This design comes from an exercise in tuning for small area and few clock cycles on the open sky130 flow, not from production work. RTL that was checked went through simulation tests only; none was proved equivalent to the original. No activity file was given, so power comes from the tool's default toggle rates.

== run A ==
==> module brace_bracket_match_checker, before the edit <==
module brace_bracket_match_checker (
    input  logic        i_clk,
    input  logic        i_rst_n,
    input  logic        i_valid,
    output logic        o_stall,
    input  logic        i_op,
    input  logic [15:0] i_char_code,
    output logic        o_valid,
    input  logic        i_stall,
    output logic [1:0]  o_error_kind,
    output logic [15:0] o_line_number,
    output logic [15:0] o_column_number,
    output logic        o_last_of_run
);
    localparam int DEPTH = 32;
    logic [15:0] r_line;
    logic [15:0] r_col;       
    logic        r_pend;      
    logic        r_comment;
    logic        r_bslash;
    logic [5:0]  r_bdepth;
    logic [5:0]  r_kdepth;
    logic        r_err;       
    logic        r_ovf;       
    logic        r_drain;     
    logic [15:0] pos_col;
    logic [31:0] wpos;
    logic        is_nl, is_bs, is_pc, is_lb, is_rb, is_lk, is_rk;
    logic        act;
    logic        push_b, pop_b, push_k, pop_k, eod, cmd;
    logic        b_full, k_full, b_empty, k_empty;
    logic        accept, take;
    assign pos_col = !r_pend ? r_col : ((r_col == 16'hFFFF) ? r_col : r_col + 16'd1);
    assign wpos    = {r_line, pos_col};
    assign is_nl = (i_char_code == 16'h000A);
    assign is_bs = (i_char_code == 16'h005C);
    assign is_pc = (i_char_code == 16'h0025);
    assign is_lb = (i_char_code == 16'h007B);
    assign is_rb = (i_char_code == 16'h007D);
    assign is_lk = (i_char_code == 16'h005B);
    assign is_rk = (i_char_code == 16'h005D);
    assign act    = !i_op && !r_comment && !r_bslash;
    assign push_b = act && is_lb;
    assign pop_b  = act && is_rb;
    assign push_k = act && is_lk;
    assign pop_k  = act && is_rk;
    assign eod    = i_op;
    assign cmd    = push_b || pop_b || push_k || pop_k || eod;
    logic        b_one, k_one, last;
    logic        b_err, inc_b, dec_b, inc_k, dec_k;
    assign b_full  = r_bdepth[5];
    assign k_full  = r_kdepth[5];
    assign b_empty = (r_bdepth == 6'd0);
    assign k_empty = (r_kdepth == 6'd0);
    assign b_one   = (r_bdepth == 6'd1);
    assign k_one   = (r_kdepth == 6'd1);
    assign last    = (b_one && k_empty) || (b_empty && k_one);
    assign o_valid = r_err || r_drain;
    assign take    = o_valid && !i_stall;
    assign o_stall = r_drain ? cmd : (r_err && i_stall);
    assign accept  = i_valid && !o_stall;
    assign b_err = (push_b && b_full) || (pop_b && b_empty) || (push_k && k_full);
    assign inc_b = accept && push_b && !b_full;
    assign dec_b = (accept && pop_b && !b_empty) || (r_drain && take && !b_empty);
    assign inc_k = accept && push_k && !k_full;
    assign dec_k = (accept && pop_k && !k_empty) || (r_drain && take && b_empty);
    always_ff @(posedge i_clk) begin
        if (!i_rst_n) begin
            r_line    <= '0;
            r_col     <= '0;
            r_pend    <= 1'b0;
            r_comment <= 1'b0;
            r_bslash  <= 1'b0;
            r_bdepth  <= '0;
            r_kdepth  <= '0;
            r_err     <= 1'b0;
            r_drain   <= 1'b0;
        end else begin
            if (inc_b)      r_bdepth <= r_bdepth + 6'd1;
            else if (dec_b) r_bdepth <= r_bdepth - 6'd1;
            if (inc_k)      r_kdepth <= r_kdepth + 6'd1;
            else if (dec_k) r_kdepth <= r_kdepth - 6'd1;
            if (r_drain) begin
                if (take && last) r_drain <= 1'b0;
            end else begin
                if (take) r_err <= 1'b0;
                if (accept) begin
                    if (b_err) r_err <= 1'b1;
                    if (eod) r_drain <= !b_empty || !k_empty;
                end
            end
            if (accept) begin
                if (eod || is_nl) begin
                    r_col     <= '0;
                    r_pend    <= 1'b0;
                    r_comment <= 1'b0;
                    r_bslash  <= 1'b0;
                end else begin
                    r_col  <= pos_col;
                    r_pend <= 1'b1;
                    if (!r_comment) begin
                        r_bslash <= is_bs;
                        if (!r_bslash && is_pc) r_comment <= 1'b1;
                    end
                end
                if (eod) r_line <= '0;
                else if (is_nl && r_line != 16'hFFFF) r_line <= r_line + 16'd1;
            end
        end
    end
    always_ff @(posedge i_clk) begin
        if (accept) r_ovf <= !is_rb;
    end
    logic        r_phase;
    logic [31:0] wq;
    logic [31:0] top;
    logic [31:0] b_ent [DEPTH];
    logic [31:0] k_ent [DEPTH];
    assign wq  = wpos ^ {32{r_phase}};
    assign top = (b_empty ? k_ent[0] : b_ent[0]) ^ {32{r_phase}};
    always_ff @(posedge i_clk) begin
        if (!i_rst_n) r_phase <= 1'b0;
        else          r_phase <= !r_phase;
    end
    logic b_push_req, b_pop_req, k_push_req, k_pop_req;
    assign b_push_req = accept && push_b;
    assign b_pop_req  = (accept && pop_b) || (r_drain && take);
    assign k_push_req = accept && push_k;
    assign k_pop_req  = (accept && pop_k) || (r_drain && take && b_empty);
    for (genvar i = 0; i < DEPTH; i++) begin : g_row
        logic [31:0] b_d;
        logic [31:0] k_d;
        logic [1:0]  b_push, b_pop, b_hold;
        logic [1:0]  k_push, k_pop, k_hold;
        for (genvar h = 0; h < 2; h++) begin : g_half
            bmc_rowctl u_bctl (.i_npush_req(!b_push_req), .i_full(b_full), .i_npop_req(!b_pop_req),
                               .i_empty(b_empty), .o_push(b_push[h]), .o_pop(b_pop[h]),
                               .o_hold(b_hold[h]));
            bmc_rowctl u_kctl (.i_npush_req(!k_push_req), .i_full(k_full), .i_npop_req(!k_pop_req),
                               .i_empty(k_empty), .o_push(k_push[h]), .o_pop(k_pop[h]),
                               .o_hold(k_hold[h]));
        end
        for (genvar j = 0; j < 32; j++) begin : g_bit
            bmc_aoi222 u_b (
                .i_a1 (i == 0 ? wq[j] : b_ent[i-1][j]),        .i_a2 (b_push[j/16]),
                .i_b1 (i == DEPTH-1 ? b_ent[i][j] : b_ent[i+1][j]), .i_b2 (b_pop[j/16]),
                .i_c1 (b_ent[i][j]),                              .i_c2 (b_hold[j/16]),
                .o_y  (b_d[j])
            );
            bmc_aoi222 u_k (
                .i_a1 (i == 0 ? wq[j] : k_ent[i-1][j]),        .i_a2 (k_push[j/16]),
                .i_b1 (i == DEPTH-1 ? k_ent[i][j] : k_ent[i+1][j]), .i_b2 (k_pop[j/16]),
                .i_c1 (k_ent[i][j]),                              .i_c2 (k_hold[j/16]),
                .o_y  (k_d[j])
            );
        end
        always_ff @(posedge i_clk) begin
            b_ent[i] <= b_d;
            k_ent[i] <= k_d;
        end
    end
    always_comb begin
        if (r_drain) begin
            o_error_kind  = b_empty ? 2'd2 : 2'd1;
            o_last_of_run = last;
            {o_line_number, o_column_number} = top;
        end else begin
            o_error_kind    = r_ovf ? 2'd3 : 2'd0;
            o_last_of_run   = 1'b1;
            o_line_number   = r_line;
            o_column_number = r_col;
        end
    end
endmodule
export LEC_CHECK = 0
export CAP_MARGIN = 20
export CELL_PAD_IN_SITES_DETAIL_PLACEMENT = 2
export CELL_PAD_IN_SITES_GLOBAL_PLACEMENT = 2
export CORE_MARGIN = 2
export CORE_UTILIZATION = 40
export CTS_BUF_LIST = sky130_fd_sc_hd__clkbuf_16
export CTS_CLUSTER_DIAMETER = 100
export CTS_CLUSTER_SIZE = 25
export PLACE_DENSITY = 0.45
export SETUP_SLACK_MARGIN = 0.2
export SLEW_MARGIN = 20
export SYNTH_HIERARCHICAL = 1
export SYNTH_MINIMUM_KEEP_SIZE = 0
create_clock -name core_clock -period 8.0 [get_ports {i_clk}]
standard.sh (not shown) runs the stock make flow with config.mk's settings and CLKGATE_MAP_FILE= SYNTH_SCRIPT=/design/flow/synth_recipe.tcl, a recipe that flattens the netlist after the stock synthesis.
==> flow/flow/run.sh <==
#!/bin/bash
# The standard layout (standard.sh: ORFS synthesis to finish), with two changes:
# - clock tree: no dummy loads at the leaves, leaf clusters of up to 25 sinks
#   within 100 um, clkbuf_16 buffers;
# - port buffers: buf_1 instead of the default choice.
# The full make output goes to standard.log here; each ORFS step's own log is
# under orfs/logs/.
set -euo pipefail
export CTS_ARGS="-sink_clustering_enable -repair_clock_nets -buf_list sky130_fd_sc_hd__clkbuf_16 -sink_clustering_size 25 -sink_clustering_max_diameter 100 -dont_use_dummy_load"
export BUFFER_PORTS_ARGS="-buffer_cell sky130_fd_sc_hd__buf_1"
bash standard.sh finish > standard.log 2>&1
Both conditions hold for run A: the flow ran to the end and the final layout passed the timing, design-rule and antenna checks.
Input changes introduced in run B (baseline for comparison: run A):
--- a/flow/design.v
+++ b/flow/design.v
@@ -185,31 +185,27 @@
     assign k_push_req = accept && push_k;
     assign k_pop_req  = (accept && pop_k) || (r_drain && take && b_empty);
     for (genvar i = 0; i < DEPTH; i++) begin : g_row
         logic [31:0] b_d;
         logic [31:0] k_d;
-        logic [1:0]  b_push, b_pop, b_hold;
-        logic [1:0]  k_push, k_pop, k_hold;
-        for (genvar h = 0; h < 2; h++) begin : g_half
-            bmc_rowctl u_bctl (.i_npush_req(!b_push_req), .i_full(b_full), .i_npop_req(!b_pop_req),
-                               .i_empty(b_empty), .o_push(b_push[h]), .o_pop(b_pop[h]),
-                               .o_hold(b_hold[h]));
-            bmc_rowctl u_kctl (.i_npush_req(!k_push_req), .i_full(k_full), .i_npop_req(!k_pop_req),
-                               .i_empty(k_empty), .o_push(k_push[h]), .o_pop(k_pop[h]),
-                               .o_hold(k_hold[h]));
-        end
+        logic        b_push, b_pop, b_hold;
+        logic        k_push, k_pop, k_hold;
+        bmc_rowctl u_bctl (.i_npush_req(!b_push_req), .i_full(b_full), .i_npop_req(!b_pop_req),
+                           .i_empty(b_empty), .o_push(b_push), .o_pop(b_pop), .o_hold(b_hold));
+        bmc_rowctl u_kctl (.i_npush_req(!k_push_req), .i_full(k_full), .i_npop_req(!k_pop_req),
+                           .i_empty(k_empty), .o_push(k_push), .o_pop(k_pop), .o_hold(k_hold));
         for (genvar j = 0; j < 32; j++) begin : g_bit
             bmc_aoi222 u_b (
-                .i_a1 (i == 0 ? wq[j] : b_ent[i-1][j]),        .i_a2 (b_push[j/16]),
-                .i_b1 (i == DEPTH-1 ? b_ent[i][j] : b_ent[i+1][j]), .i_b2 (b_pop[j/16]),
-                .i_c1 (b_ent[i][j]),                              .i_c2 (b_hold[j/16]),
+                .i_a1 (i == 0 ? wq[j] : b_ent[i-1][j]),        .i_a2 (b_push),
+                .i_b1 (i == DEPTH-1 ? b_ent[i][j] : b_ent[i+1][j]), .i_b2 (b_pop),
+                .i_c1 (b_ent[i][j]),                              .i_c2 (b_hold),
                 .o_y  (b_d[j])
             );
             bmc_aoi222 u_k (
-                .i_a1 (i == 0 ? wq[j] : k_ent[i-1][j]),        .i_a2 (k_push[j/16]),
-                .i_b1 (i == DEPTH-1 ? k_ent[i][j] : k_ent[i+1][j]), .i_b2 (k_pop[j/16]),
-                .i_c1 (k_ent[i][j]),                              .i_c2 (k_hold[j/16]),
+                .i_a1 (i == 0 ? wq[j] : k_ent[i-1][j]),        .i_a2 (k_push),
+                .i_b1 (i == DEPTH-1 ? k_ent[i][j] : k_ent[i+1][j]), .i_b2 (k_pop),
+                .i_c1 (k_ent[i][j]),                              .i_c2 (k_hold),
                 .o_y  (k_d[j])
             );
         end
         always_ff @(posedge i_clk) begin
             b_ent[i] <= b_d;
==> comparison <==
- Cell area of run A is on par with run B.
- STATUS pre-CTS setup slack: run B wins against run A
- [compare] base=run A new=run B: count of clock-buffer cells in the layout rose by about 1%, clock group share of total power decreased by 3.4 points relative to the old numbers, final worst-path cycle share fell by 5.1 points.
- Run A consumes less power than run B.
- Run B ended up with a higher wire length than run A did.
Testbench counts of run B, summed over its fixed seeds: cycles 126,441.
Function not checked in run A: the RTL went through the layout flow alone.

port drivers added, routing unchanged:
No port has a modelled driver above. Below, the same layouts with a new extraction and two added sets of constraints.
Step 1 assumes that a clkbuf_16 drives the clock port and a buf_2 every other input.
Step 2, shift: input delay + t, output delay - t, t = (earliest + latest rising clock arrival at the registers) / 2. This alone moves slack from input paths to output paths.
Three values: ideal ports, drivers, drivers and shift; two values: the first two.
run | shift t [ns] | slack for setup (ns) | hold WS [ns] | slew at the worst register clock pin (ns)
run A | 0.788 | 2.599 / 2.652 / 1.864 | 0.440 / 0.440 / 0.440 | 0.10 / 0.10
run B | 0.793 | 3.006 / 2.923 / 2.279 | 0.431 / 0.431 / 0.431 | 0.10 / 0.10
After both steps every run listed still meets setup and hold. For run A, which loses most, drivers alone change the setup slack by +0.053 ns; drivers and shift together by -0.735 ns.
